From an optimization exercise on the open Yosys and OpenROAD flow, aimed at small area, a short achievable clock period and few clock cycles; shortcuts taken in it are not production practice.
In this exercise RTL edits were held to simulation tests only and were not proved equivalent to the original.

$ cat design.v
`default_nettype none
package scaler_pkg;
    localparam int IMG_W      = 100;
    localparam int ROW_W      = 7;    
    localparam int ADDR_W     = 14;
    localparam int TABLE_ROW  = 101;  
    localparam int RESULT_COL = 1;
    localparam int CREDITS    = 2;    
    localparam int DIV_CYCLES = 8;    
    localparam int SPAN_W     = 6;    
    typedef enum logic [1:0] {
        REQ_TABLE = 2'd0,
        REQ_WB    = 2'd1,
        REQ_FETCH = 2'd2
    } sram_req_t;
endpackage
`default_nettype wire
`default_nettype none
package cubic_pkg;
    localparam int PIX_W  = 8;
    localparam int FRAC_W = 8;    
    typedef logic [PIX_W-1:0]  pixel_t;
    typedef logic [FRAC_W-1:0] frac_t;
    localparam int COEF_W      = 12;   
    localparam int ACC_W       = 36;   
    localparam int ROUND_SHIFT = 25;   
endpackage
`default_nettype wire
`timescale 1ns/1ps
`default_nettype none
module frac_divider (
    input  wire       CLK,
    input  wire       load_i,
    input  wire [5:0] ld_x_i,
    input  wire [5:0] ld_d_i,
    input  wire [5:0] d_i,
    input  wire       step_i,
    output logic [7:0] quot_o,
    output logic [5:0] rem_o
);
    logic [7:0] t1, t2;    
    logic [5:0] r1;
    assign t1 = {1'b0, rem_o, 1'b0} - {2'b0, d_i};
    assign r1 = t1[7] ? {rem_o[4:0], 1'b0} : t1[5:0];
    assign t2 = {1'b0, r1, 1'b0} - {2'b0, d_i};
    always_ff @(posedge CLK) begin
        if (load_i) begin
            rem_o  <= (ld_x_i == ld_d_i) ? 6'd0 : ld_x_i;
            quot_o <= '0;
        end else if (step_i) begin
            rem_o  <= t2[7] ? {r1[4:0], 1'b0} : t2[5:0];
            quot_o <= {quot_o[5:0], !t1[7], !t2[7]};
        end
    end
endmodule
`default_nettype wire
`timescale 1ns/1ps
`default_nettype none
module cubic_engine (
    input  wire        CLK,
    input  wire        v_i,       
    input  wire        u1_i,      
    input  wire [7:0]  p0_i,
    input  wire [7:0]  p1_i,
    input  wire [7:0]  p2_i,
    input  wire [7:0]  p3_i,
    input  wire [7:0]  f_i,       
    input  wire [7:0]  d0_i,      
    output logic [7:0] res_o      
);
    logic signed [11:0] a, b, a_q, b_q;
    logic signed [9:0]  c, c_q;
    logic signed [26:0] h_q;    
    logic [7:0]         f_q;
    logic signed [19:0] h1;
    logic signed [34:0] u_add, u_out;    
    logic signed [34:0] u_mul;
    logic signed [9:0]  rnd;
    logic signed [8:0]  fi_s, fq_s;     
    logic signed [34:0] d_add;
    assign a  = 12'(p3_i) - 12'(p0_i) + 12'sd3 * (12'(p1_i) - 12'(p2_i));
    assign b  = 12'(p0_i) * 12'sd2 - 12'(p1_i) * 12'sd5 + 12'(p2_i) * 12'sd4 - 12'(p3_i);
    assign c  = 10'(p2_i) - 10'(p0_i);
    assign fi_s = {1'b0, f_i};
    assign fq_s = {1'b0, f_q};
    assign d_add = {2'd0, d0_i, 1'b1, 24'd0};
    assign h1 = a_q * fi_s + (20'(b_q) <<< 8);
    assign u_add = u1_i ? (35'(c_q) <<< 16) : d_add;
    assign u_mul = h_q * fq_s;
    assign u_out = u_mul + u_add;
    assign rnd   = u_out[34:25];
    always_ff @(posedge CLK) begin
        a_q <= a;
        b_q <= b;
        c_q <= c;
        if (v_i) begin
            h_q <= 27'(h1);
            f_q <= f_i;
        end else if (u1_i) begin
            h_q <= u_out[26:0];
        end
        if (rnd[9])                 res_o <= 8'd0;
        else if (rnd[8])            res_o <= 8'hff;
        else                        res_o <= rnd[7:0];
    end
endmodule
`default_nettype wire
`timescale 1ns/1ps
`default_nettype none
import scaler_pkg::*;
import cubic_pkg::*;
module bicubic_column (
    input  wire                           CLK,
    input  wire                           RST,
    input  wire [scaler_pkg::ROW_W-1:0]   v0_i,
    input  wire [scaler_pkg::ROW_W-1:0]   h0_i,
    input  wire [scaler_pkg::SPAN_W-1:0]  sh_i,
    input  wire [scaler_pkg::SPAN_W-1:0]  th_i,
    output logic [scaler_pkg::ADDR_W-1:0] rom_addr_o,
    input  wire cubic_pkg::pixel_t        rom_data_i,
    output logic                          sram_cen_o,
    output logic                          sram_wen_o,
    output logic [scaler_pkg::ADDR_W-1:0] sram_addr_o,
    output cubic_pkg::pixel_t             sram_wdata_o,
    input  wire cubic_pkg::pixel_t        sram_rdata_i,
    output logic                          done_o
);
    logic        w0;               
    logic [5:0]  dd_q;             
    logic [5:0]  sm1_q;            
    logic        w0_q;
    logic [7:0]  q_tab, q_row;     
    logic [5:0]  r_tab, r_row;     
    logic [2:0]  cnt_q;            
    logic        div_ok;
    logic        r0w_q;            
    logic [13:0] addr_q;           
    logic        rv_q;             
    logic [7:0]  win [4];          
    logic        fetch;
    logic        ph_q;             
    logic        issue;
    logic [5:0]  ji_q;             
    logic        all_in_q;
    logic [5:0]  r_q;              
    logic [7:0]  f_q;              
    logic [5:0]  g_q;              
    logic [7:0]  rs, gs;           
    logic        v_q, u1_q, u2_q, wv_q;
    logic        s1_q, s2_q, s3_q;   
    logic [5:0]  jw_q;             
    logic [7:0]  res;
    logic [5:0]  k_q;
    logic [7:0]  t_q;
    logic [5:0]  ta_q;
    logic        tab_done_q;
    logic [7:0]  ts;
    logic        tw;
    assign w0 = (sh_i == th_i);
    always_ff @(posedge CLK) begin
        if (RST) begin
            dd_q  <= th_i - 6'd1;
            sm1_q <= sh_i - 6'd1;
            w0_q  <= w0;
        end
    end
    frac_divider u_div_tab (
        .CLK(CLK), .load_i(RST), .ld_x_i(6'd1), .ld_d_i(th_i - 6'd1), .d_i(dd_q),
        .step_i(!div_ok), .quot_o(q_tab), .rem_o(r_tab)
    );
    frac_divider u_div_row (
        .CLK(CLK), .load_i(RST), .ld_x_i(sh_i - 6'd1), .ld_d_i(th_i - 6'd1), .d_i(dd_q),
        .step_i(!div_ok), .quot_o(q_row), .rem_o(r_row)
    );
    assign div_ok = cnt_q >= 3'd4;
    always_ff @(posedge CLK) begin
        if (RST)                cnt_q <= '0;
        else if (cnt_q != 3'd5) cnt_q <= cnt_q + 3'd1;
    end
    assign issue = ph_q && !all_in_q;
    assign rs    = {2'b0, r_q} + {2'b0, sm1_q} - {2'b0, dd_q};
    assign gs    = {2'b0, g_q} + {2'b0, r_row} - {2'b0, dd_q};
    always_ff @(posedge CLK) begin
        if (RST) begin
            ph_q     <= 1'b0;
            ji_q     <= 6'd1;
            all_in_q <= 1'b0;
            r_q      <= w0 ? 6'd0 : sh_i - 6'd1;
        end else begin
            ph_q <= (cnt_q == 3'd4) || (cnt_q == 3'd5 && !ph_q);
            if (issue) begin
                ji_q     <= ji_q + 6'd1;
                all_in_q <= (ji_q == dd_q);
                r_q      <= rs[7] ? 6'(rs + {2'b0, dd_q}) : rs[5:0];
            end
        end
    end
    always_ff @(posedge CLK) begin
        if (cnt_q == 3'd4) begin
            f_q <= q_row;
            g_q <= r_row;
        end else if (v_q) begin
            f_q <= f_q + q_row + {7'd0, !gs[7]};
            g_q <= gs[7] ? 6'(gs + {2'b0, dd_q}) : gs[5:0];
        end
    end
    assign fetch      = (cnt_q < 3'd4) || (issue && !rs[7] && ji_q != dd_q);
    assign rom_addr_o = addr_q;
    always_ff @(posedge CLK) begin
        if (RST) begin
            addr_q <= 14'(v0_i) * 14'd100 + 14'(h0_i) - (w0 ? 14'd0 : 14'd100);
            rv_q   <= 1'b0;
        end else begin
            rv_q <= fetch;
            if (fetch) addr_q <= addr_q + 14'd100;
        end
        if (rv_q) begin
            win[0] <= win[1];
            win[1] <= win[2];
            win[2] <= win[3];
            win[3] <= rom_data_i;
        end
    end
    always_ff @(posedge CLK) begin
        if (RST) begin
            v_q  <= 1'b0;
            u1_q <= 1'b0;
            u2_q <= 1'b0;
            wv_q <= 1'b0;
        end else begin
            v_q  <= issue;
            u1_q <= v_q;
            u2_q <= u1_q;
            wv_q <= u2_q;
        end
        s1_q <= issue && fetch;
        s2_q <= s1_q;
        s3_q <= s2_q;
    end
    cubic_engine u_eng (
        .CLK(CLK), .v_i(v_q), .u1_i(u1_q),
        .p0_i(win[0]), .p1_i(win[1]), .p2_i(win[2]), .p3_i(win[3]), .f_i(f_q),
        .d0_i(s3_q ? win[0] : win[1]), .res_o(res)
    );
    assign tw = !tab_done_q && div_ok && !wv_q && !r0w_q;
    assign ts = {2'b0, ta_q} + {2'b0, r_tab} - {2'b0, dd_q};
    always_ff @(posedge CLK) begin
        if (RST) begin
            k_q        <= '0;
            t_q        <= '0;
            ta_q       <= '0;
            tab_done_q <= 1'b0;
        end else if (tw) begin
            k_q        <= k_q + 6'd1;
            t_q        <= t_q + q_tab + {7'd0, !ts[7]};
            ta_q       <= ts[7] ? 6'(ts + {2'b0, dd_q}) : ts[5:0];
            tab_done_q <= (k_q + 6'd1 == dd_q);
        end
    end
    assign sram_cen_o   = !(wv_q || r0w_q || tw);
    assign sram_wen_o   = sram_cen_o;
    assign sram_addr_o  = wv_q ? {1'b0, jw_q, 7'd1} : r0w_q ? 14'd1 : {7'd101, 1'b0, k_q};
    assign sram_wdata_o = wv_q ? res : r0w_q ? (w0_q ? win[0] : win[1]) : t_q;
    always_ff @(posedge CLK) begin
        r0w_q <= !RST && (cnt_q == 3'd4);
        if (RST) begin
            jw_q   <= 6'd1;
            done_o <= 1'b0;
        end else if (wv_q) begin
            jw_q <= jw_q + 6'd1;
            if (jw_q == dd_q) done_o <= 1'b1;
        end
    end
endmodule
`default_nettype wire
$ cat run.sh
#!/bin/bash
# synth_recipe.tcl (not shown) runs the flow's synth.tcl, then flattens the netlist and writes it again
# the make line also repeats each setting of config.mk as NAME=value (left out here)
make -C /OpenROAD-flow-scripts/flow DESIGN_CONFIG=/design/flow/config.mk WORK_HOME=/design/flow/orfs CLKGATE_MAP_FILE= SYNTH_SCRIPT=/design/flow/synth_recipe.tcl finish
$ cat config.mk
export PLATFORM = sky130hd
export DESIGN_NAME = bicubic_column
export DESIGN_NICKNAME = bicubic_column
export VERILOG_FILES = /design/flow/design.v
export SDC_FILE = /design/flow/constraint.sdc
export NUM_CORES = 4
export LEC_CHECK = 0
export ABC_CLOCK_PERIOD_IN_PS = 5000
export CAP_MARGIN = 20
export CORE_MARGIN = 2
export CORE_UTILIZATION = 40
export SETUP_SLACK_MARGIN = 4.0
export SLEW_MARGIN = 20
$ cat constraint.sdc
create_clock -name core_clock -period 11.0 [get_ports {CLK}]
set_input_delay 2.2000 -clock core_clock [delete_from_list [all_inputs] [get_ports {CLK}]]
set_output_delay 2.2000 -clock core_clock [all_outputs]
set_load 0.01 [all_outputs]
==> results.sh, run 1 <==
export IMPL_outcome="timing/DRC/antenna clean"
export IMPL_drive_above_1_share=0.0333
export IMPL_grt_pass1_vias=20500
export IMPL_cts_hold_buffers=0
export IMPL_clkSinkCount=231
export IMPL_finalHoldViolCount=0
export IMPL_ys_seq_area_frac=0.218
export IMPL_startpoint_type="flop"
export IMPL_place_congestion=0.874
export IMPL_hp_class="reg -> reg"
export IMPL_overflow=0
export IMPL_setup_viol=0
export IMPL_die_h_um=264
export IMPL_yosys_most_used_dff="edfxtp_1"
export IMPL_cp_arrival_ns=6.96
export IMPL_min_path_cells=0
export IMPL_max_slew_worst_pin_slew_ns=0.920
export IMPL_root_buffer="clkbuf_16"
export IMPL_cts_buffer_depth=3
export IMPL_post_cts_setup_buffers=0
export IMPL_avgViaCountPerCell=5.00
export IMPL_period_needed_ns=6.55
export IMPL_area_growth_pct=9.92
export IMPL_syn_instance_count=2870
export IMPL_clock_latency_ns=0.56
export IMPL_die_area_um2=69600
export IMPL_synth_edf_count=126
export IMPL_routedWlPerCell_um=15.8
export IMPL_firstDrtPassIters=5
export IMPL_h_tree_depth=1
export IMPL_antenna_found_initial=5
export IMPL_preCtsSetupSlack_ns=4.17
export IMPL_maxCapViolCount=0
export IMPL_ctsResizeCount=0
export IMPL_finalSetupTns_ns=0
export IMPL_async_flop_share=0
export IMPL_io_buffer_count=73
export IMPL_cts_tree="built"
export IMPL_setup_ws_ns=4.45
export IMPL_critPathCaptureType="flop"
export IMPL_rsz0062_at_grt="false"
export IMPL_die_w_um=264
export IMPL_pin_count=83
export IMPL_syn_nets=3546
export IMPL_reg2reg_depth=19
export IMPL_drc=0
export IMPL_cts_clk_slew_worst_paths_ns=0.06
export IMPL_critPathKind="reg -> reg"
export IMPL_ys_ff_latch=231
export IMPL_slew_viol_final=0
export IMPL_core_um2=67000
export IMPL_fmax_mhz=153
export IMPL_cts_inserted_buffers=29
export IMPL_rows=95
export IMPL_syn_avg_cell_area_um2=9.41
export IMPL_required_ns=11.41
export IMPL_start_util=0.403
export IMPL_grt_usage=0.176
export IMPL_grt_pass1_wl_mm=102
export IMPL_skew_ns=0.0236
export IMPL_timing_slew_headroom=0.387
export IMPL_grt_max_degree=55
export IMPL_ys_warn_count=5
export IMPL_post_route_period_util=0.596
export IMPL_synth_distinct_cells=65
export IMPL_syn_area_um2=27000
export IMPL_ant_nets=0
export IMPL_crit_fanout=15
export IMPL_nets=3594
export IMPL_dr_total_vias=19100
export IMPL_routed_wl_mm=60.1
export IMPL_drt_first_iter_violations=901
export IMPL_hpwl_mm=48.2
## cells by family after synthesis
group                    Yosys count  share of synthesized area
buffers and inverters            578                     0.0807
other                              1                   0.000139
adder cells (fa/ha/maj)          632                      0.385
multiplexers                      57                     0.0217
AND/OR/NAND/NOR                  732                      0.129
flip-flops                       231                      0.218
XOR/XNOR                         214                     0.0699
AO/OA/AOI/OAI                    425                     0.0953
## stage by stage
| step | hold WS, ns | utilization | std cells | instance area (um2) |
|---|---|---|---|---|
| 2_1_floorplan | 0.310 | - | 2870 | 27000 |
| 3_3_place_gp | 0.312 | 0.427 | 3754 | 28600 |
| 3_5_place_dp | 0.312 | 0.427 | 3754 | 28600 |
| 4_1_cts | 0.324 | 0.442 | 3808 | 29600 |
| 5_1_grt | 0.346 | 0.443 | 3814 | 29700 |
| 6_report | 0.326 | 0.443 | 3816 | 29700 |
## cells in the mapped netlist, types with 18 or more instances
| master | count | area, um2 |
|---|---|---|
| nor3_1 | 23 | 115 |
| o21ai_0 | 95 | 475 |
| nor2_1 | 153 | 574 |
| nor2b_1 | 24 | 150 |
| inv_1 | 506 | 1900 |
| xnor2_1 | 145 | 1270 |
| a211oi_1 | 18 | 135 |
| and2_1 | 182 | 1140 |
| o21bai_1 | 32 | 240 |
| ha_1 | 301 | 3770 |
| xor2_1 | 68 | 596 |
| a21o_1 | 40 | 300 |
| nand2_1 | 264 | 991 |
| clkbuf_1 | 65 | 244 |
| fa_1 | 331 | 6630 |
| dfxtp_1 | 105 | 2100 |
| a21oi_1 | 167 | 836 |
| mux2i_1 | 44 | 440 |
| nand3_1 | 21 | 105 |
| edfxtp_1 | 126 | 3780 |
## state kept, by name, summed over array words and instances, names as in the netlist, 8 cells and up
register	flops
win	32
u_eng.h_q	27
addr_q	14
u_eng.a_q	12
u_eng.b_q	12
u_eng.c_q	9
f_q	8
t_q	8
u_div_row.quot_o	8
u_div_tab.quot_o	8
u_eng.f_q	8
u_eng.res_o	8
## final cells by class
cell class	count	area, um2
Clock buffer	39	856
Sequential cell	231	5890
Antenna cell	2	5.00
Tap cell	873	1090
Timing Repair Buffer	89	871
Multi-Input combinational cell	2061	18900
Clock inverter	15	133
Inverter	506	1900
Fill cell	6458	37400
## worst paths after layout
kind	start	to	slack, ns
min	s2_q	s3_q	0.33
max	u_eng.f_q[2]	u_eng.res_o[1]	4.45
max reg2reg	u_eng.f_q[2]	u_eng.res_o[1]	4.45
min reg2reg	s2_q	s3_q	0.33
## layer usage
layer	wire length [um]	vias up	GRT usage
met2	30000	338	0.318
met4	1480	6	0.0408
met5	46	-	0
li1	-	9299	-
met3	2090	83	0.0202
met1	26500	9347	0.226
## cell usage in the layout, fill, tap and decap left out, types with 18 or more instances in the layout
cell | netlist | routed
a211oi_1 | 18 | 18
a21o_1 | 40 | 40
a21oi_1 | 167 | 167
and2_1 | 182 | 182
clkbuf_16 | 0 | 31
clkdlybuf4s50_1 | 0 | 72
dfxtp_1 | 105 | 103
edfxtp_1 | 126 | 126
fa_1 | 331 | 331
ha_1 | 301 | 301
inv_1 | 506 | 506
mux2i_1 | 44 | 44
nand2_1 | 264 | 264
nand3_1 | 21 | 21
nor2_1 | 153 | 153
nor2b_1 | 24 | 24
nor3_1 | 23 | 23
o21ai_0 | 95 | 95
o21bai_1 | 32 | 32
xnor2_1 | 145 | 145
xor2_1 | 68 | 68
## critical path: stages, from the launching register on
cell      delay (ns)
edfxtp_1        0.79
nand2_1         0.17
fa_1            0.57
inv_1           0.05
fa_1            0.51
fa_1            0.45
fa_1            0.57
inv_1           0.06
fa_1            0.52
inv_1           0.04
ha_1            0.43
nand2_1         0.16
nor3_1          0.25
o211ai_1        0.24
nand3_1         0.16
a21oi_2         0.10
o31ai_1         0.49
a311oi_2        0.18
xor2_1          0.49
a21oi_1         0.15
Testbench counts, summed over its fixed seeds: cycles 4,654.
==> run 2: changes to the inputs <==
--- a/config.mk
+++ b/config.mk
@@ -7,3 +7,2 @@
 export LEC_CHECK = 0
-export ABC_CLOCK_PERIOD_IN_PS = 5000
 export CAP_MARGIN = 20
@@ -11,3 +10,2 @@
 export CORE_UTILIZATION = 40
-export SETUP_SLACK_MARGIN = 4.0
 export SLEW_MARGIN = 20
==> run 2 against run 1 <==
Still clean on timing, DRC and antenna. Maximum frequency shrank 4.2%. Cell area shrank 0.23%. Die area is the same. Sequential cell count is the same. Critical path type unchanged. Highest routed layer unchanged.
==> results.sh, run 2 <==
export IMPL_cts_inserted_buffers=29
export IMPL_hp_class="reg -> reg"
export IMPL_largest_reg_flops=32
export IMPL_slew_viol_final=0
export IMPL_hpwl_mm=48.2
export IMPL_ctsResizeCount=0
export IMPL_finalHoldViolCount=0
export IMPL_die_area_um2=69600
export IMPL_cpMostUsedCell="fa_1"
export IMPL_routed_wl_mm=59.2
export IMPL_place_congestion=0.874
export IMPL_crit_buf_inv=3
export IMPL_mostFrequentLayoutCell="inv_1"
export IMPL_syn_area_um2=27000
export IMPL_design_area_um2=29600
export IMPL_regMostFlops="win"
export IMPL_overflow=0
export IMPL_grt_max_degree=55
export IMPL_max_slew_worst_pin_slew_ns=1.13
export IMPL_slowest_stage="edfxtp_1"
export IMPL_critPathCaptureType="flop"
export IMPL_detailed_place_area_um2=28600
export IMPL_h_tree_depth=1
export IMPL_start_util=0.403
export IMPL_synth_common_cells="506 x inv_1, 331 x fa_1, 301 x ha_1, 264 x nand2_1, 182 x and2_1"
export IMPL_synth_most_common_cell="inv_1"
export IMPL_timing_slew_headroom=0.247
export IMPL_antenna_found_initial=5
export IMPL_drt_first_iter_violations=865
export IMPL_synth_edf_count=126
export IMPL_fmax_mhz=146
export IMPL_synth_area_leaders="fa_1 25%, edfxtp_1 14%, ha_1 14%, dfxtp_1 7.8%, inv_1 7.0%"
export IMPL_placed_cells=3754
export IMPL_area_growth_pct=9.67
export IMPL_cts_tree="built"
export IMPL_rows=95
export IMPL_path_cells="nand2_1 -> fa_1 -> inv_1 -> fa_1 -> fa_1 -> fa_1 -> inv_1 -> fa_1 -> inv_1 -> ha_1 -> nand2_1 -> nor3_1 -> o211ai_1 -> nand3_1 -> a21oi_2 -> o31ai_1 -> a311oi_2 -> xor2_1 -> a21oi_1"
export IMPL_root_buffer="clkbuf_16"
export IMPL_outcome="timing/DRC/antenna clean"
export IMPL_finalSetupTns_ns=0
export IMPL_async_flop_share=0
export IMPL_ys_ff_latch=231
export IMPL_die_h_um=264
export IMPL_dr_total_vias=19000
export IMPL_critPathKind="reg -> reg"
export IMPL_drc=0
export IMPL_syn_instance_count=2870
export IMPL_postLayoutCoreUtil=0.442
export IMPL_ys_seq_area_frac=0.218
export IMPL_final_cells=3810
export IMPL_io_buffer_count=73
export IMPL_clock_latency_ns=0.56
export IMPL_firstDrtPassIters=7
export IMPL_maxCapViolCount=0
export IMPL_cts_clk_slew_worst_paths_ns=0.06
export IMPL_period_needed_ns=6.84
export IMPL_core_um2=67000
export IMPL_clkSinkCount=231
export IMPL_setup_viol=0
export IMPL_grt_usage=0.176
export IMPL_pin_count=83
export IMPL_required_ns=11.41
export IMPL_final_cell_mix="506 x inv_1, 331 x fa_1, 301 x ha_1"
export IMPL_nets=3588
export IMPL_synth_distinct_cells=65
export IMPL_die_w_um=264
export IMPL_yosys_most_used_dff="edfxtp_1"
export IMPL_startpoint_type="flop"
export IMPL_ys_warn_count=5
export IMPL_cp_arrival_ns=7.25
export IMPL_syn_nets=3546
export IMPL_grt_pass1_wl_mm=102
export IMPL_drive_above_1_share=0.0313
export IMPL_syn_avg_cell_area_um2=9.41
export IMPL_post_cts_setup_buffers=0
export IMPL_synth_top_cell_area_share=0.245
export IMPL_skew_ns=0.0229
export IMPL_cp_top_family="adder cells"
export IMPL_cp_slowest_stage_delay_ns=1.09
export IMPL_reg_top3="win (32), u_eng.h_q (27), addr_q (14)"
export IMPL_grt_pass1_vias=20500
export IMPL_yosys_area_top_type="fa_1"
export IMPL_cts_hold_buffers=0
export IMPL_routedWlPerCell_um=15.5
export IMPL_cts_buffer_depth=3
export IMPL_ant_nets=0
export IMPL_rsz0062_at_grt="false"
export IMPL_crit_fanout=27
export IMPL_post_route_period_util=0.622
export IMPL_avgViaCountPerCell=4.98
run 2: cell types whose count changed in the layout (fill, tap and decap cells not counted):
| cell | change |
|---|---|
| buf_6 | -6 |
run 2: final cells by class:
type	instances	area [um2]
fillers	6465	37400
multi-input cells	2061	18900
flip-flops and latches	231	5890
inverters	506	1900
well taps	873	1090
clock buffers	39	856
repair buffers	83	803
clock inverters	15	133
diodes	2	5.00
run 2: logic make-up after synthesis:
family	Yosys count	share of synthesized area
AND/OR/NAND/NOR	732	0.129
adder cells (fa/ha/maj)	632	0.385
buffers and inverters	578	0.0807
AO/OA/AOI/OAI	425	0.0953
flip-flops	231	0.218
XOR/XNOR	214	0.0699
multiplexers	57	0.0217
other	1	0.000139
run 2: stage by stage:
stage / hold WS, ns / setup WS [ns]
3_5_place_dp: 0.312 / 4.17
2_1_floorplan: 0.310 / 5.23
6_report: 0.326 / 4.16
3_3_place_gp: 0.312 / 4.23
5_1_grt: 0.346 / 3.80
4_1_cts: 0.324 / 4.10
run 2: worst paths after layout:
path / from / cells after the start / end / slack, ns
worst max register to register: u_eng.f_q[1] / 19 / u_eng.res_o[1] / 4.16
worst min register to register: s2_q / 0 / s3_q / 0.33
worst min-delay path: s2_q / 0 / s3_q / 0.33
worst max-delay path: u_eng.f_q[1] / 19 / u_eng.res_o[1] / 4.16
run 2: per-layer routing:
layer / GRT usage / up-vias / wire (um) / part of all wire
met1: 0.226 / 9325 / 26400 / 0.45
met2: 0.318 / 288 / 29700 / 0.50
met3: 0.0202 / 66 / 1880 / 0.032
met4: 0.0408 / 6 / 1160 / 0.020
li1: - / 9282 / - / -
met5: 0 / - / 46 / 0.00078
==> run 3: changes to the inputs <==
--- a/config.mk
+++ b/config.mk
@@ -7,2 +7,3 @@
 export LEC_CHECK = 0
+export ABC_CLOCK_PERIOD_IN_PS = 4500
 export CAP_MARGIN = 20
@@ -10,2 +11,3 @@
 export CORE_UTILIZATION = 40
+export SETUP_SLACK_MARGIN = 4.5
 export SLEW_MARGIN = 20
==> run 3 against run 2 <==
Hold slack worse by 0.00084 ns. Sequential share of layout area down 0.18 points. Area after synthesis unchanged. First-iteration DRC count up 5.3%. Routed wire length up 2.6%. Critical path depth unchanged. Via count up 0.96%. Critical path type unchanged.
==> results.sh, run 3 <==
export IMPL_clkSinkCount=231
export IMPL_yosys_most_used_dff="edfxtp_1"
export IMPL_synth_edf_count=126
export IMPL_mostFrequentLayoutCell="inv_1"
export IMPL_ant_nets=0
export IMPL_cp_slowest_stage_delay_ns=0.65
export IMPL_rows=95
export IMPL_die_w_um=264
export IMPL_core_um2=67000
export IMPL_drive_above_1_share=0.0402
export IMPL_routed_wl_mm=60.7
export IMPL_ys_warn_count=5
export IMPL_skew_ns=0.0215
export IMPL_cpMostUsedCell="fa_1"
export IMPL_fmax_mhz=161
export IMPL_maxCapViolCount=0
export IMPL_critPathCaptureType="flop"
export IMPL_drc=0
export IMPL_slowest_stage="edfxtp_1"
export IMPL_finalHoldViolCount=0
export IMPL_synth_common_cells="506 x inv_1, 331 x fa_1, 301 x ha_1, 264 x nand2_1, 182 x and2_1"
export IMPL_timing_slew_headroom=0.396
export IMPL_avgViaCountPerCell=4.99
export IMPL_critPathKind="reg -> reg"
export IMPL_clock_latency_ns=0.56
export IMPL_max_slew_worst_pin_slew_ns=0.900
export IMPL_cp_arrival_ns=6.64
export IMPL_area_growth_pct=10.7
export IMPL_routedWlPerCell_um=15.8
export IMPL_synth_most_common_cell="inv_1"
export IMPL_reg_top3="win (32), u_eng.h_q (27), addr_q (14)"
export IMPL_largest_reg_flops=32
export IMPL_grt_pass1_vias=20500
export IMPL_period_needed_ns=6.22
export IMPL_grt_usage=0.180
export IMPL_setup_viol=0
export IMPL_slew_viol_final=0
export IMPL_root_buffer="clkbuf_16"
export IMPL_final_cells=3834
export IMPL_preCtsSetupSlack_ns=4.17
export IMPL_ys_ff_latch=231
export IMPL_hp_class="reg -> reg"
export IMPL_cts_hold_buffers=0
export IMPL_dr_total_vias=19100
export IMPL_syn_avg_cell_area_um2=9.41
export IMPL_outcome="timing/DRC/antenna clean"
export IMPL_cts_clk_slew_worst_paths_ns=0.06
export IMPL_synth_distinct_cells=65
export IMPL_hpwl_mm=48.2
export IMPL_syn_area_um2=27000
export IMPL_rsz0062_at_grt="false"
export IMPL_crit_fanout=15
export IMPL_drt_first_iter_violations=911
export IMPL_setup_ws_ns=4.78
export IMPL_grt_max_degree=55
export IMPL_syn_nets=3546
export IMPL_placed_cells=3754
export IMPL_die_h_um=264
export IMPL_synth_top_cell_area_share=0.245
export IMPL_ff2ff_setup_slack_ns=4.78
export IMPL_regMostFlops="win"
export IMPL_final_cell_mix="506 x inv_1, 331 x fa_1, 301 x ha_1"
export IMPL_cts_inserted_buffers=29
export IMPL_post_route_period_util=0.565
export IMPL_start_util=0.403
export IMPL_synth_area_leaders="fa_1 25%, edfxtp_1 14%, ha_1 14%, dfxtp_1 7.8%, inv_1 7.0%"
export IMPL_h_tree_depth=1
export IMPL_place_congestion=0.874
export IMPL_syn_instance_count=2870
export IMPL_firstDrtPassIters=5
export IMPL_cts_tree="built"
export IMPL_die_area_um2=69600
export IMPL_path_cells="buf_6 -> and2_1 -> fa_1 -> fa_1 -> inv_1 -> fa_1 -> inv_1 -> fa_1 -> ha_1 -> ha_1 -> a21oi_1 -> o22ai_1 -> o211ai_1 -> nand3_1 -> a21oi_2 -> o31ai_2 -> a311oi_2 -> xor2_2 -> a21oi_1"
export IMPL_overflow=0
export IMPL_startpoint_type="flop"
export IMPL_pin_count=83
export IMPL_postLayoutCoreUtil=0.446
export IMPL_cts_buffer_depth=3
export IMPL_finalSetupTns_ns=0
export IMPL_ys_seq_area_frac=0.218
export IMPL_yosys_area_top_type="fa_1"
export IMPL_antenna_found_initial=5
export IMPL_nets=3612
export IMPL_io_buffer_count=73
export IMPL_async_flop_share=0
export IMPL_required_ns=11.43
export IMPL_grt_pass1_wl_mm=103
run 3: cell counts after synthesis:
No cell type changed its count.
run 3: area by class of cell:
class	instances	area, um2
Clock inverter	15	133
Inverter	506	1900
Antenna cell	2	5.00
Clock buffer	39	856
Multi-Input combinational cell	2061	19000
Timing Repair Buffer	107	1050
Sequential cell	231	5890
Tap cell	873	1090
Fill cell	6445	37200
run 3: what timing repair did:
action / CTS / global route
buffers inserted: 9 / 15
gates resized for setup: 1 / 2
setup endpoints to repair: 8 / 16
run 3: per-layer routing:
metal  vias to the layer above  routed length [um]  global-route usage
li1                       9324                   -                   -
met5                         -                  46                   0
met1                      9427               26600               0.229
met4                         6                1350              0.0444
met3                        77                2150              0.0211
met2                       315               30500               0.324
run 3: stage by stage:
step,hold WS [ns],cell area [um2]
final,0.326,29900
after detailed placement,0.312,28600
after global placement,0.312,28600
after floorplan,0.310,27000
after global routing,0.346,29900
after CTS,0.324,29700
run 3: final timing paths:
check                    to  cells after the start    startpoint
max          u_eng.res_o[1]                     19  u_eng.f_q[5]
min                    s3_q                      0          s2_q
max reg2reg  u_eng.res_o[1]                     19  u_eng.f_q[5]
min reg2reg            s3_q                      0          s2_q
run 3: logic make-up after synthesis:
family,share of synthesized area
buffers and inverters,0.0807
flip-flops,0.218
AO/OA/AOI/OAI,0.0953
adder cells (fa/ha/maj),0.385
XOR/XNOR,0.0699
AND/OR/NAND/NOR,0.129
multiplexers,0.0217
other,0.000139
run 3: worst max-delay path, delay by kind of cell, from the launching register on:
| family | cells | cell delay, ns |
|---|---|---|
| buffers and inverters | 3 | 0.38 |
| DFF | 1 | 0.65 |
| adders and majority gates | 6 | 2.66 |
| and+or+nand+nor | 2 | 0.33 |
| xor gates and xnor gates | 1 | 0.36 |
| AOI/OAI and AO/OA | 7 | 1.72 |
==> run 4: changes to the inputs <==
--- a/config.mk
+++ b/config.mk
@@ -7,3 +7,3 @@
 export LEC_CHECK = 0
-export ABC_CLOCK_PERIOD_IN_PS = 4500
+export ABC_CLOCK_PERIOD_IN_PS = 2500
 export CAP_MARGIN = 20
@@ -11,3 +11,3 @@
 export CORE_UTILIZATION = 40
-export SETUP_SLACK_MARGIN = 4.5
+export SETUP_SLACK_MARGIN = 5.0
 export SLEW_MARGIN = 20
==> run 4 against run 3 <==
Still clean. Hold slack about the same. Cell count increased by 0.73%. Cell area increased by 1.1%. Global-route usage increased by 0.18 points. Clock-buffer cell count unchanged. Setup slack improved by 0.36 ns. Register-to-register slack improved by 0.36 ns. First-iteration DRC count increased by 9.9%. Critical endpoint unchanged.
==> results.sh, run 4 <==
export IMPL_nFillCells=6439
export IMPL_synth_top_cell_area_share=0.245
export IMPL_final_cell_mix="506 x inv_1, 330 x fa_1, 297 x ha_1"
export IMPL_cts_tree="built"
export IMPL_pin_count=83
export IMPL_reg_top3="win (32), u_eng.h_q (27), addr_q (14)"
export IMPL_grt_usage=0.182
export IMPL_cts_buffer_depth=3
export IMPL_ys_seq_area_frac=0.218
export IMPL_preCtsSetupSlack_ns=4.17
export IMPL_drc=0
export IMPL_hpwl_mm=48.2
export IMPL_timing_slew_headroom=0.380
export IMPL_die_area_um2=69600
export IMPL_skew_ns=0.0233
export IMPL_finalSetupTns_ns=0
export IMPL_syn_nets=3546
export IMPL_drive_above_1_share=0.0539
export IMPL_routedWlPerCell_um=15.9
export IMPL_clkSinkCount=231
export IMPL_mostFrequentLayoutCell="inv_1"
export IMPL_required_ns=11.49
export IMPL_avgViaCountPerCell=5.01
export IMPL_start_util=0.403
export IMPL_routed_wl_mm=61.3
export IMPL_place_congestion=0.874
export IMPL_ys_ff_latch=231
export IMPL_yosys_area_top_type="fa_1"
export IMPL_clock_latency_ns=0.56
export IMPL_grt_use_met1=0.232
export IMPL_largest_reg_flops=32
export IMPL_die_w_um=264
export IMPL_die_h_um=264
export IMPL_fin_worst_hold_slack_ns=0.326
export IMPL_placed_cells=3754
export IMPL_rsz0062_at_grt="true"
export IMPL_syn_avg_cell_area_um2=9.41
export IMPL_outcome="timing/DRC/antenna clean"
export IMPL_firstDrtPassIters=7
export IMPL_hp_class="reg -> reg"
export IMPL_period_needed_ns=5.86
export IMPL_io_buffer_count=73
export IMPL_root_buffer="clkbuf_16"
export IMPL_postLayoutCoreUtil=0.451
export IMPL_async_flop_share=0
export IMPL_cts_clk_slew_worst_paths_ns=0.06
export IMPL_setup_ws_ns=5.14
export IMPL_grt_max_degree=55
export IMPL_syn_instance_count=2870
export IMPL_ys_warn_count=5
export IMPL_area_growth_pct=11.8
export IMPL_nets=3640
export IMPL_synth_edf_count=126
export IMPL_ant_nets=0
export IMPL_post_route_period_util=0.533
export IMPL_regMostFlops="win"
export IMPL_slew_viol_final=0
export IMPL_cp_arrival_ns=6.35
export IMPL_grt_use_met3=0.0210
export IMPL_overflow=0
export IMPL_setup_viol=0
export IMPL_drt_first_iter_violations=1001
export IMPL_finalHoldViolCount=0
export IMPL_startpoint_type="flop"
export IMPL_critPathKind="reg -> reg"
export IMPL_synth_common_cells="506 x inv_1, 331 x fa_1, 301 x ha_1, 264 x nand2_1, 182 x and2_1"
export IMPL_h_tree_depth=1
export IMPL_final_cells=3862
export IMPL_rows=95
export IMPL_synth_most_common_cell="inv_1"
export IMPL_dr_total_vias=19400
export IMPL_core_um2=67000
export IMPL_grt_pass1_vias=20600
export IMPL_syn_area_um2=27000
export IMPL_met2_usage=0.327
export IMPL_critPathCaptureType="flop"
export IMPL_synth_area_leaders="fa_1 25%, edfxtp_1 14%, ha_1 14%, dfxtp_1 7.8%, inv_1 7.0%"
export IMPL_synth_distinct_cells=65
export IMPL_cts_inserted_buffers=29
export IMPL_yosys_most_used_dff="edfxtp_1"
export IMPL_maxCapViolCount=0
export IMPL_antenna_found_initial=6
export IMPL_grt_pass1_wl_mm=104
export IMPL_crit_fanout=10
export IMPL_busiest_layer="met2"
export IMPL_fmax_mhz=171
export IMPL_max_slew_worst_pin_slew_ns=0.924
[run 4: final timing paths]
check | startpoint | to | slack [ns] | cells past startpoint
min | s1_q | s2_q | 0.33 | 0
min reg2reg | s1_q | s2_q | 0.33 | 0
max | u_eng.f_q[4] | u_eng.res_o[1] | 5.14 | 22
max reg2reg | u_eng.f_q[4] | u_eng.res_o[1] | 5.14 | 22
[run 4: logic make-up after synthesis]
group                      Yosys count  synth area share
AOI/OAI and AO/OA                  425            0.0953
xor gates and xnor gates           214            0.0699
adders and majority gates          632             0.385
buffers and inverters              578            0.0807
DFF                                231             0.218
muxes                               57            0.0217
other                                1          0.000139
and+or+nand+nor                    732             0.129
[run 4: critical path, cell delays in order (launching register included)]
cell and delay (ns):
edfxtp_1 0.41, buf_12 0.17, buf_4 0.15, and2_1 0.15, fa_1 0.52, fa_1 0.45, fa_1 0.54, fa_1 0.56
inv_1 0.06, fa_1 0.53, inv_1 0.05, ha_2 0.37, nand4_1 0.15, nor3_2 0.23, o211ai_1 0.12, buf_4 0.17
nand3_1 0.12, a21oi_4 0.09, o31ai_4 0.28, a311oi_2 0.17, xor2_2 0.20, buf_4 0.17, a21oi_1 0.15
[run 4: through the flow]
stage / area [um2]
floorplan: 27000
global placement: 28600
detailed placement: 28600
CTS: 30000
global route: 30200
finish: 30200
[run 4: what timing repair did]
item                       CTS  global route
setup endpoints to repair   17            17
hold buffers                 0             0
buffers inserted            38            14
gates resized for setup      4            17
pin swaps                    1             8
[run 4: per-layer routing]
metal  wire length, um  vias to the layer above  share of wire
met5                46                        -        0.00075
met4              1310                        6          0.021
met3              2350                       80          0.038
met2             30900                      353           0.50
met1             26700                     9524           0.44
li1                  -                     9395              -
[run 4: final cells by class]
| cell class | instances | area [um2] | share of cell area |
|---|---|---|---|
| Multi-Input combinational cell | 2061 | 19000 | 0.630 |
| Sequential cell | 231 | 5890 | 0.195 |
| Inverter | 506 | 1900 | 0.0629 |
| Timing Repair Buffer | 135 | 1300 | 0.0430 |
| Tap cell | 873 | 1090 | 0.0362 |
| Clock buffer | 39 | 856 | 0.0283 |
| Clock inverter | 15 | 133 | 0.00439 |
| Antenna cell | 2 | 5.00 | 0.000166 |
==> run 5: changes to the inputs <==
--- a/config.mk
+++ b/config.mk
@@ -7,3 +7,3 @@
 export LEC_CHECK = 0
-export ABC_CLOCK_PERIOD_IN_PS = 2500
+export ABC_CLOCK_PERIOD_IN_PS = 3500
 export CAP_MARGIN = 20
==> run 5 against run 4 <==
Maximum frequency stayed put. Hold slack did not move. Via count is the same. Cell area unchanged. Register-to-register slack barely moved. Sequential cell count is the same. Die area stayed put. Critical path depth did not move. Clock-buffer cell count unchanged. Largest cell class unchanged. Highest routed layer unchanged.
==> results.sh, run 5 <==
export IMPL_outcome="timing/DRC/antenna clean"
export IMPL_ant_nets=0
export IMPL_cts_inserted_buffers=29
export IMPL_cts_tree="built"
export IMPL_syn_instance_count=2870
export IMPL_hp_class="reg -> reg"
export IMPL_synth_common_cells="506 x inv_1, 331 x fa_1, 301 x ha_1, 264 x nand2_1, 182 x and2_1"
export IMPL_die_area_um2=69600
export IMPL_antenna_found_initial=6
export IMPL_mostFrequentLayoutCell="inv_1"
export IMPL_yosys_area_top_type="fa_1"
export IMPL_synth_most_common_cell="inv_1"
export IMPL_routedWlPerCell_um=15.9
export IMPL_area_growth_pct=11.8
export IMPL_nets=3640
export IMPL_core_um2=67000
export IMPL_syn_nets=3546
export IMPL_hold_end="s2_q"
export IMPL_skew_ns=0.0233
export IMPL_pin_count=83
export IMPL_hpwl_mm=48.2
export IMPL_routed_wl_mm=61.3
export IMPL_grt_usage=0.182
export IMPL_clock_latency_ns=0.56
export IMPL_finalHoldViolCount=0
export IMPL_grt_pass1_vias=20600
export IMPL_synth_area_leaders="fa_1 25%, edfxtp_1 14%, ha_1 14%, dfxtp_1 7.8%, inv_1 7.0%"
export IMPL_startpoint_type="flop"
export IMPL_setup_viol=0
export IMPL_syn_avg_cell_area_um2=9.41
export IMPL_critPathKind="reg -> reg"
export IMPL_overflow=0
export IMPL_timing_rr_start="u_eng.f_q[4]"
export IMPL_maxCapViolCount=0
export IMPL_finalSetupTns_ns=0
export IMPL_period_needed_ns=5.86
export IMPL_clkSinkCount=231
export IMPL_h_tree_depth=1
export IMPL_rows=95
export IMPL_synth_edf_count=126
export IMPL_reg2reg_to="u_eng.res_o[1]"
export IMPL_required_ns=11.49
export IMPL_synth_distinct_cells=65
export IMPL_min_path_cells=0
export IMPL_ys_seq_area_frac=0.218
export IMPL_timing_slew_headroom=0.380
export IMPL_ys_warn_count=5
export IMPL_reg_top3="win (32), u_eng.h_q (27), addr_q (14)"
export IMPL_largest_reg_flops=32
export IMPL_root_buffer="clkbuf_16"
export IMPL_yosys_most_used_dff="edfxtp_1"
export IMPL_cts_buffer_depth=3
export IMPL_drive_above_1_share=0.0539
export IMPL_regMostFlops="win"
export IMPL_start_util=0.403
export IMPL_grt_max_degree=55
export IMPL_grt_pass1_wl_mm=104
export IMPL_cp_arrival_ns=6.35
export IMPL_syn_area_um2=27000
export IMPL_dr_total_vias=19400
export IMPL_fmax_mhz=171
export IMPL_reg2reg_depth=22
export IMPL_max_slew_worst_pin_slew_ns=0.924
export IMPL_io_buffer_count=73
export IMPL_ys_ff_latch=231
export IMPL_ff2ff_setup_slack_ns=5.14
export IMPL_slew_viol_final=0
export IMPL_cts_clk_slew_worst_paths_ns=0.06
export IMPL_drt_first_iter_violations=1001
export IMPL_drc=0
export IMPL_async_flop_share=0
export IMPL_post_route_period_util=0.533
export IMPL_place_congestion=0.874
export IMPL_avgViaCountPerCell=5.01
export IMPL_die_w_um=264
export IMPL_firstDrtPassIters=7
export IMPL_cts_hold_buffers=0
export IMPL_synth_top_cell_area_share=0.245
export IMPL_die_h_um=264
export IMPL_final_cell_mix="506 x inv_1, 330 x fa_1, 297 x ha_1"
export IMPL_rsz0062_at_grt="true"
export IMPL_min_from="s1_q"
export IMPL_critPathCaptureType="flop"
export IMPL_crit_fanout=10
run 5: cell counts in the layout (fill, tap and decap cells not counted):
Identical to the previous run, type by type.
run 5: area by class of cell:
type	instances	area (um2)
fillers	6439	36800
multi-input cells	2061	19000
flip-flops and latches	231	5890
inverters	506	1900
repair buffers	135	1300
well taps	873	1090
clock buffers	39	856
clock inverters	15	133
diodes	2	5.00
run 5: cells by family (layout without fill, tap and decap cells):
| kind of cell | Yosys count | after routing | synth area share |
|---|---|---|---|
| XOR/XNOR | 214 | 214 | 0.0699 |
| flip-flops | 231 | 231 | 0.218 |
| adder cells (fa/ha/maj) | 632 | 632 | 0.385 |
| AO/OA/AOI/OAI | 425 | 425 | 0.0953 |
| other | 1 | 3 | 0.000139 |
| multiplexers | 57 | 57 | 0.0217 |
| AND/OR/NAND/NOR | 732 | 732 | 0.129 |
| buffers and inverters | 578 | 695 | 0.0807 |
run 5: worst max path at each step:
stage	cells past startpoint	to	start
after CTS	19	u_eng.res_o[1]	u_eng.h_q[15]
after global placement	19	u_eng.res_o[7]	u_eng.f_q[2]
after detailed placement	19	u_eng.res_o[1]	u_eng.f_q[1]
final	22	u_eng.res_o[1]	u_eng.f_q[4]
after floorplan	22	u_eng.res_o[0]	u_eng.f_q[2]
after global routing	19	u_eng.h_q[21]	f_q[0]
run 5: worst max-delay path, stage by stage, from the launching register on:
cell and delay [ns]:
edfxtp_1 0.41, buf_12 0.17, buf_4 0.15, and2_1 0.15, fa_1 0.52, fa_1 0.45
fa_1 0.54, fa_1 0.56, inv_1 0.06, fa_1 0.53, inv_1 0.05, ha_2 0.37
nand4_1 0.15, nor3_2 0.23, o211ai_1 0.12, buf_4 0.17, nand3_1 0.12, a21oi_4 0.09
o31ai_4 0.28, a311oi_2 0.17, xor2_2 0.20, buf_4 0.17, a21oi_1 0.15
run 5: stage by stage:
step	util	hold WS [ns]	cells	area, um2	setup slack (ns)
floorplan	-	0.310	2870	27000	5.23
global placement	0.427	0.312	3754	28600	4.23
detailed placement	0.427	0.312	3754	28600	4.17
CTS	0.448	0.324	3846	30000	4.98
global route	0.450	0.346	3860	30200	4.93
finish	0.451	0.326	3862	30200	5.14
run 5: metal layers:
layer	vias to the layer above	track usage	wire, um
li1	9395	-	-
met1	9524	0.232	26700
met2	353	0.327	30900
met3	80	0.0210	2350
met4	6	0.0433	1310
met5	-	0	46
run 5: what timing repair did:
item | 4_1_cts | 5_1_grt
endpoints found under the hold margin | 0 | 0
gates cloned | 0 | 0
pin swaps | 1 | 8
resized for setup | 4 | 17
setup buffers | 38 | 14
endpoints found under the setup margin | 17 | 17
==> run 6: changes to the inputs <==
==> flow/run.sh (new file) <==
#!/bin/bash
set -euo pipefail
export SETUP_SLACK_MARGIN=${MARGIN:-7.0}
bash standard.sh > standard.log 2>&1
==> standard.sh (new file) <==
#!/bin/bash
# synth_recipe.tcl (not shown) runs the flow's synth.tcl, then flattens the netlist and writes it again
# the make line also repeats each setting of config.mk as NAME=value (left out here)
make -C /OpenROAD-flow-scripts/flow DESIGN_CONFIG=/design/flow/config.mk WORK_HOME=/design/flow/orfs CLKGATE_MAP_FILE= SYNTH_SCRIPT=/design/flow/synth_recipe.tcl "${@:-finish}"
--- a/config.mk
+++ b/config.mk
@@ -11,3 +11,2 @@
 export CORE_UTILIZATION = 40
-export SETUP_SLACK_MARGIN = 5.0
 export SLEW_MARGIN = 20
removed: run.sh
==> run 6 against run 5 <==
Clock-buffer cell count increased by 4. Maximum frequency increased by 6.4%. Via count increased by 5.7%. Cell area increased by 13%. Global-route usage increased by 1.2 points.
==> results.sh, run 6 <==
export IMPL_outcome="timing/DRC/antenna clean"
export IMPL_routed_wl_mm=67.8
export IMPL_ant_nets=0
export IMPL_ys_ff_latch=231
export IMPL_syn_nets=3546
export IMPL_wl_met2_mm=35.3
export IMPL_required_ns=11.29
export IMPL_nFillCells=6039
export IMPL_period_needed_ns=5.51
export IMPL_clock_latency_ns=0.57
export IMPL_timing_slew_headroom=0.395
export IMPL_crit_fanout=8
export IMPL_largest_reg_flops=32
export IMPL_hpwl_mm=48.5
export IMPL_drc=0
export IMPL_firstDrtPassIters=5
export IMPL_cts_inserted_buffers=29
export IMPL_dr_total_vias=20500
export IMPL_h_tree_depth=1
export IMPL_synth_area_leaders="fa_1 25%, edfxtp_1 14%, ha_1 14%, dfxtp_1 7.8%, inv_1 7.0%"
export IMPL_async_flop_share=0
export IMPL_ys_warn_count=5
export IMPL_cts_buffer_depth=3
export IMPL_rsz0062_at_grt="true"
export IMPL_slew_viol_final=0
export IMPL_area_growth_pct=26.5
export IMPL_synth_common_cells="506 x inv_1, 331 x fa_1, 301 x ha_1, 264 x nand2_1, 182 x and2_1"
export IMPL_critPathKind="reg -> reg"
export IMPL_final_cell_mix="476 x inv_1, 293 x fa_1, 233 x nand2_1"
export IMPL_die_w_um=264
export IMPL_grt_usage=0.194
export IMPL_rows=95
export IMPL_finalSetupTns_ns=0
export IMPL_critPathCaptureType="flop"
export IMPL_die_area_um2=69600
export IMPL_drt_first_iter_violations=891
export IMPL_mostFrequentLayoutCell="inv_1"
export IMPL_skew_ns=0.00979
export IMPL_cts_clk_slew_worst_paths_ns=0.06
export IMPL_hp_class="reg -> reg"
export IMPL_die_h_um=264
export IMPL_antenna_found_initial=0
export IMPL_synthXorXnorAreaFrac=0.0699
export IMPL_max_slew_worst_pin_slew_ns=0.901
export IMPL_avgViaCountPerCell=5.05
export IMPL_fmax_mhz=181
export IMPL_min_from="s1_q"
export IMPL_overflow=0
export IMPL_drive_above_1_share=0.233
export IMPL_finalHoldViolCount=0
export IMPL_pin_count=83
export IMPL_syn_avg_cell_area_um2=9.41
export IMPL_post_route_period_util=0.501
export IMPL_routedWlPerCell_um=16.7
export IMPL_clkSinkCount=231
export IMPL_startpoint="u_eng.f_q[4]"
export IMPL_nets=3829
export IMPL_setup_viol=0
export IMPL_dr_wl_met3_mm=1.81
export IMPL_synth_mux_area_frac=0.0217
export IMPL_start_util=0.403
export IMPL_syn_area_um2=27000
export IMPL_yosys_most_used_dff="edfxtp_1"
export IMPL_grt_pass1_wl_mm=111
export IMPL_ys_seq_area_frac=0.218
export IMPL_io_buffer_count=73
export IMPL_top_layer="met4"
export IMPL_place_congestion=0.873
export IMPL_synth_most_common_cell="inv_1"
export IMPL_synth_distinct_cells=65
export IMPL_reg_top3="win (32), u_eng.h_q (27), addr_q (14)"
export IMPL_yosys_area_top_type="fa_1"
export IMPL_synth_top_family_by_area="adder cells"
export IMPL_synth_edf_count=126
export IMPL_core_um2=67000
export IMPL_grt_pass1_vias=21700
export IMPL_regMostFlops="win"
export IMPL_syn_instance_count=2870
export IMPL_cp_arrival_ns=5.80
export IMPL_drt_met1_wl_mm=28.9
export IMPL_synth_top_cell_area_share=0.245
export IMPL_synthSimpleGateAreaFrac=0.129
export IMPL_synth_compound_area_frac=0.0953
export IMPL_root_buffer="clkbuf_16"
export IMPL_cts_tree="built"
export IMPL_timing_rr_start="u_eng.f_q[4]"
export IMPL_cts_hold_buffers=0
export IMPL_maxCapViolCount=0
export IMPL_grt_max_degree=68
export IMPL_synthAdderAreaFrac=0.385
export IMPL_startpoint_type="flop"
## run 6: cell counts after synthesis
Identical to the previous run, type by type.
## run 6: cell families after synthesis
| family | after synthesis |
|---|---|
| simple gates | 732 |
| fa+ha+maj | 632 |
| buf+inv | 578 |
| compound gates | 425 |
| flops | 231 |
| xor+xnor | 214 |
| mux | 57 |
| other cells | 1 |
## run 6: what timing repair did
| action | 4_1_cts | 5_1_grt |
|---|---|---|
| pin swaps | 145 | 176 |
| endpoints found under the setup margin | 102 | 84 |
| resized for setup | 340 | 187 |
| buffers inserted | 165 | 66 |
| cloned | 4 | 3 |
## run 6: final cells by class
| type | count | area (um2) | area share |
|---|---|---|---|
| inverter | 506 | 1910 | 0.0559 |
| antenna | 1 | 2.50 | 0.0000733 |
| sequential | 231 | 5900 | 0.173 |
| tap | 873 | 1090 | 0.0320 |
| multi-input combinational | 2061 | 21300 | 0.623 |
| clock buffer | 43 | 840 | 0.0246 |
| clock inverter | 10 | 61.3 | 0.00179 |
| timing repair buffer | 324 | 3090 | 0.0903 |
## run 6: stage by stage
| stage | std cells | instance area, um2 | hold WS, ns | util | worst slack, ns |
|---|---|---|---|---|---|
| floorplan | 2870 | 28100 | 0.310 | - | 5.70 |
| global placement | 3757 | 29500 | 0.313 | 0.440 | 4.77 |
| detailed placement | 3757 | 29500 | 0.316 | 0.440 | 4.77 |
| CTS | 3979 | 32800 | 0.331 | 0.489 | 5.59 |
| global route | 4048 | 34200 | 0.334 | 0.510 | 5.37 |
| finish | 4049 | 34200 | 0.328 | 0.510 | 5.49 |
## run 6: critical path, cell delays in order, from the launching register on
cell	delay, ns
edfxtp_1	0.42
buf_12	0.17
buf_8	0.14
and2_4	0.14
fa_1	0.46
fa_1	0.53
fa_1	0.54
fa_2	0.58
ha_4	0.20
ha_4	0.16
a2111o_1	0.45
o2111ai_4	0.25
a21boi_2	0.11
a31o_4	0.27
a211o_4	0.37
a21oi_4	0.18
xor2_2	0.15
o21ai_1	0.08
## run 6: path summary, 6_finish.rpt
check        slack, ns  cells after the start            end
max               5.49                     17  u_eng.h_q[26]
min               0.33                      0           s2_q
max reg2reg       5.49                     17  u_eng.h_q[26]
min reg2reg       0.33                      0           s2_q
## run 6: metal layers
layer | vias to the layer above | track usage
met5 | - | 0
li1 | 9772 | -
met1 | 10200 | 0.249
met2 | 349 | 0.356
met3 | 100 | 0.0145
met4 | 0 | 0.0425
==> run 7: changes to the inputs <==
--- a/design.v
+++ b/design.v
@@ -139,2 +139,3 @@
     logic [7:0]  win [4];          
+    logic [7:0]  wn [4];           
     logic        fetch;
@@ -143,2 +144,3 @@
     logic [5:0]  ji_q;             
+    logic        last;             
     logic        all_in_q;
@@ -148,4 +150,5 @@
     logic [7:0]  rs, gs;           
-    logic        v_q, u1_q, u2_q, wv_q;
-    logic        s1_q, s2_q, s3_q;   
+    logic        u1_q, u2_q, wv_q;
+    logic        s1_q, s2_q;       
+    logic        eng_done_q, rd_done_q, rdw;
     logic [5:0]  jw_q;             
@@ -180,2 +183,3 @@
     assign issue = ph_q && !all_in_q;
+    assign last  = (ji_q + 6'd1 == dd_q);
     assign rs    = {2'b0, r_q} + {2'b0, sm1_q} - {2'b0, dd_q};
@@ -186,3 +190,3 @@
             ji_q     <= 6'd1;
-            all_in_q <= 1'b0;
+            all_in_q <= (th_i == 6'd2);
             r_q      <= w0 ? 6'd0 : sh_i - 6'd1;
@@ -192,3 +196,3 @@
                 ji_q     <= ji_q + 6'd1;
-                all_in_q <= (ji_q == dd_q);
+                all_in_q <= last;
                 r_q      <= rs[7] ? 6'(rs + {2'b0, dd_q}) : rs[5:0];
@@ -201,3 +205,3 @@
             g_q <= r_row;
-        end else if (v_q) begin
+        end else if (issue) begin
             f_q <= f_q + q_row + {7'd0, !gs[7]};
@@ -206,3 +210,3 @@
     end
-    assign fetch      = (cnt_q < 3'd4) || (issue && !rs[7] && ji_q != dd_q);
+    assign fetch      = (cnt_q < 3'd4) || (issue && !rs[7] && !last);
     assign rom_addr_o = addr_q;
@@ -216,12 +220,16 @@
         end
+        for (int i = 0; i < 4; i++) win[i] <= wn[i];
+    end
+    always_comb begin
         if (rv_q) begin
-            win[0] <= win[1];
-            win[1] <= win[2];
-            win[2] <= win[3];
-            win[3] <= rom_data_i;
-        end
-    end
-    always_ff @(posedge CLK) begin
-        if (RST) begin
-            v_q  <= 1'b0;
+            wn[0] = win[1];
+            wn[1] = win[2];
+            wn[2] = win[3];
+            wn[3] = rom_data_i;
+        end else begin
+            for (int i = 0; i < 4; i++) wn[i] = win[i];
+        end
+    end
+    always_ff @(posedge CLK) begin
+        if (RST) begin
             u1_q <= 1'b0;
@@ -230,4 +238,3 @@
         end else begin
-            v_q  <= issue;
-            u1_q <= v_q;
+            u1_q <= issue;
             u2_q <= u1_q;
@@ -237,10 +244,10 @@
         s2_q <= s1_q;
-        s3_q <= s2_q;
     end
     cubic_engine u_eng (
-        .CLK(CLK), .v_i(v_q), .u1_i(u1_q),
-        .p0_i(win[0]), .p1_i(win[1]), .p2_i(win[2]), .p3_i(win[3]), .f_i(f_q),
-        .d0_i(s3_q ? win[0] : win[1]), .res_o(res)
+        .CLK(CLK), .v_i(issue), .u1_i(u1_q),
+        .p0_i(wn[0]), .p1_i(wn[1]), .p2_i(wn[2]), .p3_i(wn[3]), .f_i(f_q),
+        .d0_i(s2_q ? win[0] : win[1]), .res_o(res)
     );
-    assign tw = !tab_done_q && div_ok && !wv_q && !r0w_q;
+    assign rdw = all_in_q && !rd_done_q && cnt_q == 3'd5 && !wv_q && !r0w_q;
+    assign tw  = !tab_done_q && div_ok && !wv_q && !r0w_q && !rdw;
     assign ts = {2'b0, ta_q} + {2'b0, r_tab} - {2'b0, dd_q};
@@ -259,6 +266,10 @@
     end
-    assign sram_cen_o   = !(wv_q || r0w_q || tw);
+    assign sram_cen_o   = !(wv_q || r0w_q || rdw || tw);
     assign sram_wen_o   = sram_cen_o;
-    assign sram_addr_o  = wv_q ? {1'b0, jw_q, 7'd1} : r0w_q ? 14'd1 : {7'd101, 1'b0, k_q};
-    assign sram_wdata_o = wv_q ? res : r0w_q ? (w0_q ? win[0] : win[1]) : t_q;
+    assign sram_addr_o  = wv_q  ? {1'b0, jw_q, 7'd1} :
+                          r0w_q ? 14'd1 :
+                          rdw   ? {1'b0, dd_q, 7'd1} : {7'd101, 1'b0, k_q};
+    assign sram_wdata_o = wv_q  ? res :
+                          r0w_q ? (w0_q ? win[0] : win[1]) :
+                          rdw   ? (dd_q == 6'd1 ? win[1] : win[2]) : t_q;
     always_ff @(posedge CLK) begin
@@ -266,9 +277,14 @@
         if (RST) begin
-            jw_q   <= 6'd1;
-            done_o <= 1'b0;
-        end else if (wv_q) begin
-            jw_q <= jw_q + 6'd1;
-            if (jw_q == dd_q) done_o <= 1'b1;
-        end
-    end
+            jw_q       <= 6'd1;
+            eng_done_q <= (th_i == 6'd2);
+            rd_done_q  <= 1'b0;
+        end else begin
+            if (wv_q) begin
+                jw_q <= jw_q + 6'd1;
+                if (jw_q + 6'd1 == dd_q) eng_done_q <= 1'b1;
+            end
+            if (rdw) rd_done_q <= 1'b1;
+        end
+    end
+    assign done_o = eng_done_q && rd_done_q && tab_done_q;
 endmodule
==> flow/run.sh (replaced) <==
#!/bin/bash
set -euo pipefail
export SETUP_SLACK_MARGIN=${MARGIN:-5.5}
bash standard.sh > standard.log 2>&1
==> run 7 against run 6 <==
Non-clock buffer count shrank 100. Cell area shrank 5.3%. Sequential cell count shrank 1. Synthesized cell count grew 1.9%. Clock skew grew 0.0066 ns. Sequential share of layout area is essentially flat. Hold slack gained 0.017 ns. Via count shrank 2.4%. Critical path type unchanged. Largest cell class unchanged.
==> results.sh, run 7 <==
export IMPL_slew_viol_final=0
export IMPL_root_buffer="clkbuf_16"
export IMPL_core_um2=67400
export IMPL_critPathCaptureType="flop"
export IMPL_final_cell_mix="484 x inv_1, 310 x fa_1, 263 x ha_1"
export IMPL_mostFrequentLayoutCell="inv_1"
export IMPL_drt_first_iter_violations=950
export IMPL_fmax_mhz=178
export IMPL_synth_distinct_cells=66
export IMPL_cts_tree="built"
export IMPL_rsz0062_at_grt="true"
export IMPL_grt_pass1_vias=20400
export IMPL_grt_usage=0.200
export IMPL_ff2ff_setup_slack_ns=5.38
export IMPL_num_antenna_cells=0
export IMPL_pin_count=83
export IMPL_cts_hold_buffers=0
export IMPL_fin_worst_hold_slack_ns=0.345
export IMPL_yosys_most_used_dff="dfxtp_1"
export IMPL_period_needed_ns=5.62
export IMPL_synth_common_cells="495 x inv_1, 331 x fa_1, 301 x ha_1, 278 x nand2_1, 180 x and2_1"
export IMPL_finalHoldViolCount=0
export IMPL_min_from="s1_q"
export IMPL_synth_edf_count=96
export IMPL_nets=3771
export IMPL_finalSetupTns_ns=0
export IMPL_synth_area_leaders="fa_1 24%, ha_1 14%, edfxtp_1 11%, dfxtp_1 9.8%, inv_1 6.8%"
export IMPL_routed_wl_mm=69.5
export IMPL_hpwl_mm=51.4
export IMPL_regMostFlops="win"
export IMPL_syn_area_um2=27300
export IMPL_max_slew_worst_pin_slew_ns=0.974
export IMPL_yosys_area_top_type="fa_1"
export IMPL_required_ns=11.52
export IMPL_syn_avg_cell_area_um2=9.34
export IMPL_clkSinkCount=230
export IMPL_seq_area_um2=5570
export IMPL_ys_ff_latch=230
export IMPL_synth_top_cell_area_share=0.243
export IMPL_cts_buffer_depth=3
export IMPL_timing_slew_headroom=0.346
export IMPL_drive_above_1_share=0.140
export IMPL_firstDrtPassIters=5
export IMPL_largest_reg_flops=32
export IMPL_critPathKind="reg -> reg"
export IMPL_syn_nets=3601
export IMPL_dr_total_vias=20000
export IMPL_area_growth_pct=18.5
export IMPL_nFillCells=6307
export IMPL_grt_pass1_wl_mm=112
export IMPL_async_flop_share=0
export IMPL_crit_fanout=8
export IMPL_postLayoutCoreUtil=0.480
export IMPL_post_route_period_util=0.511
export IMPL_multi_input_area_um2=20500
export IMPL_io_buffer_count=73
export IMPL_cp_arrival_ns=6.14
export IMPL_avgViaCountPerCell=5.00
export IMPL_rows=95
export IMPL_drc=0
export IMPL_routedWlPerCell_um=17.4
export IMPL_h_tree_depth=1
export IMPL_synth_most_common_cell="inv_1"
export IMPL_startpoint_type="flop"
export IMPL_grt_max_degree=60
export IMPL_antenna_found_initial=1
export IMPL_setup_viol=0
export IMPL_clock_latency_ns=0.59
export IMPL_ys_warn_count=7
export IMPL_hp_class="reg -> reg"
export IMPL_die_area_um2=70400
export IMPL_start_util=0.405
export IMPL_ys_seq_area_frac=0.204
export IMPL_reg_top3="win (32), u_eng.h_q (27), addr_q (14)"
export IMPL_place_congestion=0.865
export IMPL_die_h_um=265
export IMPL_timing_rr_start="u_eng.f_q[5]"
export IMPL_syn_instance_count=2925
export IMPL_overflow=0
export IMPL_die_w_um=265
export IMPL_cts_inserted_buffers=30
export IMPL_ant_nets=0
export IMPL_outcome="timing/DRC/antenna clean"
export IMPL_startpoint="u_eng.f_q[5]"
export IMPL_maxCapViolCount=0
export IMPL_skew_ns=0.0164
export IMPL_cts_clk_slew_worst_paths_ns=0.07
[run 7: cell count changes after synthesis, sizes merged, moves of 14 or more]
cell    before  now
edfxtp     126   96
a21oi      168  147
mux2        13   42
mux2i       44   60
nand2      264  278
o21ai      103   84
dfxtp      105  134
[run 7: path summary, 6_finish.rpt]
check,to,cells after the start
setup / recovery,u_eng.res_o[1],18
hold / removal,s2_q,0
setup reg to reg,u_eng.res_o[1],18
hold reg to reg,s2_q,0
[run 7: final cells by class]
cell class	instances	share of cell area
clock inverters	20	0.00913
inverters	495	0.0574
well taps	873	0.0338
clock buffers	35	0.0257
multi-input cells	2114	0.633
repair buffers	224	0.0691
flip-flops and latches	230	0.172
[run 7: cell families (layout without fill, tap and decap cells)]
family	after synthesis	count (layout)	share of synthesized area
other	1	1	0.000137
adders and majority gates	632	632	0.381
and+or+nand+nor	747	747	0.130
buffers and inverters	581	774	0.0803
xor gates and xnor gates	216	216	0.0693
AOI/OAI and AO/OA	416	416	0.0965
DFF	230	230	0.204
muxes	102	102	0.0394
[run 7: per-stage QoR]
step,cells,worst slack [ns],instance area (um2)
finish,3991,5.38,32400
global route,3991,5.23,32400
CTS,3948,5.35,31500
detailed placement,3810,4.51,29000
global placement,3810,4.49,29000
floorplan,2925,5.50,27300
[run 7: worst max-delay path, cell delays in order, from the launching register on]
cell	delay, ns
edfxtp_1	0.43
buf_4	0.16
buf_6	0.12
buf_16	0.13
and2_4	0.13
fa_1	0.55
fa_1	0.45
fa_1	0.49
fa_1	0.54
fa_1	0.46
ha_4	0.29
and3_4	0.22
nand3_4	0.09
a2111o_1	0.47
a21boi_2	0.27
o41ai_4	0.11
buf_4	0.16
o211ai_4	0.28
o21a_1	0.18
[run 7: what timing repair did]
action | 4_1_cts | 5_1_grt
setup endpoints to repair | 34 | 42
gates resized for setup | 137 | 141
setup buffers | 77 | 43
gates cloned | 6 | 0
pin swaps | 56 | 102
[run 7: per-layer routing]
metal,vias to the layer above,part of all wire,global-route usage
li1,9762,-,-
met3,85,0.042,0.0174
met5,-,0,0
met1,9763,0.45,0.268
met4,0,0.022,0.0403
met2,355,0.49,0.353
Testbench counts of run 7, summed over its fixed seeds: cycles 4,462.

==> port drivers added, routing unchanged <==
Ports are ideal in the flow. The routed layouts listed here were re-timed in OpenROAD.
Step 1, drivers: a clkbuf_16 drives CLK and a buf_2 each remaining input, both assumed.
Step 2 also shifts input and output timing later by t, the mid clock arrival at the registers, as if the neighbouring blocks saw the same clock.
a / b / c = ideal / step 1 / step 2; a / b = the first two.
| run | shift t [ns] | setup slack, ns | hold slack, ns |
|---|---|---|---|
| run 1 | 0.609 | 4.448 / 4.448 / 4.448 | 0.326 / 0.326 / 0.326 |
| run 2 | 0.611 | 4.160 / 4.160 / 4.160 | 0.326 / 0.326 / 0.326 |
| run 3 | 0.610 | 4.783 / 4.783 / 4.651 | 0.326 / 0.326 / 0.326 |
| run 4 | 0.611 | 5.139 / 5.139 / 4.714 | 0.326 / 0.326 / 0.326 |
| run 5 | 0.611 | 5.139 / 5.139 / 4.714 | 0.326 / 0.326 / 0.326 |
| run 6 | 0.622 | 5.489 / 5.489 / 5.395 | 0.328 / 0.328 / 0.328 |
| run 7 | 0.642 | 5.382 / 5.382 / 5.061 | 0.345 / 0.345 / 0.345 |
After both steps every run listed still meets setup and hold.
